Source: an optimization exercise on an open RTL-to-GDS flow (aim: small area, a short achievable clock period and few clock cycles per item). Production flows keep margins and buffers that such runs may drop.
No activity file was given, so power comes from the tool's default toggle rates.

## integer_to_radix_digits
module integer_to_radix_digits
#(
	parameter int MAX_ALPHABET = 16
) (
	input  logic                   clk,
	input  logic                   arst_n,
	input  logic                   cfg_we,
	input  logic [CFG_IDX_W-1:0]   cfg_index,
	input  logic [CFG_W-1:0]       cfg_data,
	input  logic                   in_valid,
	output logic                   in_ready,
	input  logic signed [DATA_W-1:0] value,
	output logic                   out_valid,
	input  logic                   out_ready,
	output logic [CHAR_W-1:0]      out_char,
	output logic                   last_char
);
Size in the first run: ~3300 cells after synthesis, about 510 flip-flops.
export LEC_CHECK = 0
export CAP_MARGIN = 20
export CORE_MARGIN = 2
export CORE_UTILIZATION = 40
export SLEW_MARGIN = 20
create_clock -name core_clock -period 7.0 [get_ports {clk}]
run.sh (not shown) runs the stock make flow with config.mk's settings and CLKGATE_MAP_FILE= SYNTH_SCRIPT=/design/flow/synth_recipe.tcl, a recipe that flattens the netlist after the stock synthesis.
Rerun with:
--- a/flow/design.v
+++ b/flow/design.v
@@ -128,32 +128,39 @@
 	logic       r4_q;
 	logic       nd16_q;      
 	logic [3:0] nd4_q;       
 	logic [3:0] ndm1_q;      
 	logic [3:0] h0_q;        
 	logic [3:0] h1_q;        
 	logic [3:0] m_q;         
+	logic       nd16b_q;
+	logic [3:0] nd4b_q;
+	logic [3:0] mb_q;
 	assign nd = (alen_q == 5'd2 || alen_q == 5'd4) ? 5'd16 : (alen_q == 5'd3) ? 5'd9 : alen_q;
 	always_ff @(posedge clk) begin
 		r2_q   <= alen_q == 5'd2;
 		r3_q   <= alen_q == 5'd3;
 		r4_q   <= alen_q == 5'd4;
 		nd16_q <= nd == 5'd16;
 		nd4_q  <= nd[3:0];
 		ndm1_q <= 4'(nd - 5'd1);
 		h0_q   <= 4'((nd + 5'd1) >> 1);
 		h1_q   <= 4'(nd >> 1);
 		m_q    <= 4'(5'd16 - nd);
+		nd16b_q <= nd16_q;
+		nd4b_q  <= nd4_q;
+		mb_q    <= m_q;
 	end
 	logic [3:0]        asel;
 	logic [CHAR_W-1:0] achar;
 	assign achar = ach_q[asel];
 	logic       chk_busy_q;
 	logic       ok_q;
 	logic       dup_q;
+	logic       scan_q;       
 	logic [3:0] ci_q;
 	logic       lenok;
 	logic       badany;
 	logic       dupnow;
 	logic       chk_last;
 	assign lenok = alen_q >= 5'd2 && alen_q <= 5'(MAX_ALPHABET);
 	always_comb begin
@@ -166,33 +173,36 @@
 			if (4'(j) > ci_q && 5'(j) < alen_q && ach_q[j] == achar)
 				dupnow = 1'b1;
 	end
 	assign chk_last = !lenok || ({1'b0, ci_q} + 5'd2 >= alen_q);
 	logic pre_ok;
 	logic flush;
 	assign pre_ok = lenok && !badany;
-	assign flush  = cfg_reg || (chk_busy_q && chk_last && (!pre_ok || dup_q || dupnow));
+	assign flush  = cfg_reg || (chk_busy_q && !scan_q && (!pre_ok || dup_q));
 	always_ff @(posedge clk or negedge arst_n) begin
 		if (!arst_n) begin
 			chk_busy_q <= 1'b0;
+			scan_q     <= 1'b0;
 			ok_q       <= 1'b0;
 			dup_q      <= 1'b0;
 			ci_q       <= '0;
 		end else if (cfg_reg) begin
 			chk_busy_q <= 1'b1;
+			scan_q     <= 1'b1;
 			ok_q       <= 1'b0;
 			dup_q      <= 1'b0;
 			ci_q       <= '0;
-		end else if (chk_busy_q) begin
+		end else if (scan_q) begin
 			dup_q <= dup_q || dupnow;
 			ci_q  <= ci_q + 4'd1;
-			if (chk_last) begin
-				chk_busy_q <= 1'b0;
-				ok_q       <= lenok && !badany && !dup_q && !dupnow;
-			end
+			if (chk_last)
+				scan_q <= 1'b0;
+		end else if (chk_busy_q) begin
+			chk_busy_q <= 1'b0;
+			ok_q       <= pre_ok && !dup_q;
 		end
 	end
 	logic [NV-1:0]      vfull_q;
 	logic [VW-1:0]      vfp_q;        
 	logic [VW-1:0]      vep_q;        
 	logic [NV-1:0]      vent_q;       
 	logic               vepv_q;       
@@ -270,22 +280,23 @@
 		end
 	end
 	for (genvar c = 0; c < NS; c++) begin : g_st
 		assign dch[c] = x_q[c];
 		itrd_div #(.K(K)) u_div (
 			.rem_i (srem[c]),
 			.d_i   (dch[c]),
-			.nd16  (nd16_q),
-			.nd4   (nd4_q),
-			.m     (m_q),
+			.nd16  (c < NS / 2 ? nd16_q : nd16b_q),
+			.nd4   (c < NS / 2 ? nd4_q  : nd4b_q),
+			.m     (c < NS / 2 ? m_q    : mb_q),
 			.q_o   (qch[c]),
 			.rem_o (rout[c])
 		);
 		assign remhi[c] = srem[c][3] || srem[c][2];
-		assign qlow[c]  = !nd16_q && ge4({srem[c][1:0], dch[c]}, nd4_q);
+		assign qlow[c]  = c < NS / 2 ? (!nd16_q && ge4({srem[c][1:0], dch[c]}, nd4_q))
+		                             : (!nd16b_q && ge4({srem[c][1:0], dch[c]}, nd4b_q));
 		assign qnz[c]   = remhi[c] || qlow[c];
 	end
 	assign cin_m1  = ef_q ? eneg_q : carry_q;
 	assign cout_m1 = ev_q && cin_m1 && er_q == ndm1_q;
 	always_comb begin
 		sum_m1 = '0;
 		if (!cout_m1) begin
@@ -418,15 +429,15 @@
 		end
 	end
 	logic vrel;      
 	logic accept;
 	logic vtake;     
 	assign vrel     = sv_q[0] && sf_q[0] && mv[0];
 	assign vtake    = chk_busy_q ? pre_ok : ok_q;
-	assign in_ready = !vtake || !vfull_q[vfp_q] || (vrel && svi_q[0] == vfp_q);
+	assign in_ready = !vtake || !vfull_q[vfp_q];
 	assign accept   = in_valid && in_ready;
 	always_ff @(posedge clk or negedge arst_n) begin
 		if (!arst_n) begin
 			vfull_q <= '0;
 			vent_q  <= '0;
 			vfp_q   <= '0;
 			vep_q   <= '0;
@@ -601,12 +612,12 @@
 			dlast_q  <= !spend_q && sub_q == 2'd0 && at_base;
 		end
 		if (out_free && dv_q) begin
 			out_char_q <= dminus_q ? CHAR_MINUS[CHAR_W-1:0] : achar;
 			last_q     <= dlast_q;
 		end
 	end
-	assign asel = chk_busy_q ? ci_q : dd_q;
+	assign asel = scan_q ? ci_q : dd_q;
 	assign out_valid = out_valid_q;
 	assign out_char  = out_char_q;
 	assign last_char = last_q;
 endmodule
=> The changed run went through all stages and came out clean. Sequential cell count came out higher by 9. Via count rises by 4.8%. Wire length rose by 6.1%. First-iteration DRC count goes up by 2.4%. Cell area rose by 2.8%. Synthesized cell count came out higher by 3.9%. Count of clock-buffer cells in the layout shrinks by 1. Total power goes up by 21%. Area after synthesis goes up by 3.5%.
No functional check of the RTL was part of any run of this note.

re-timing with driven ports:
Ports are ideal in the flow. The routed layouts listed here were re-timed in OpenROAD. Step 1: set_driving_cell puts a clkbuf_16 on clk and a buf_2 on each other input, an assumption about the parent block. Step 2 times the ports against the registers' clock, not the clock port: input delays grow and output delays shrink by t, the midpoint of the rising clock arrivals with the driver on. Three values: ideal ports, drivers, drivers and shift; two values: the first two.
| run | t, ns | slack for setup (ns) | hold WS [ns] | slew at the worst register clock pin (ns) | pins driven straight from the clock port |
|---|---|---|---|---|---|
| the first run | 0.690 | 1.254 / 1.185 / 1.677 | 0.451 / 0.451 / 0.451 | 0.07 / 0.07 | 1 |
| the second run | 0.693 | 1.648 / 1.582 / 2.126 | 0.362 / 0.362 / 0.362 | 0.06 / 0.06 | 1 |
After both steps every run listed still meets setup and hold.
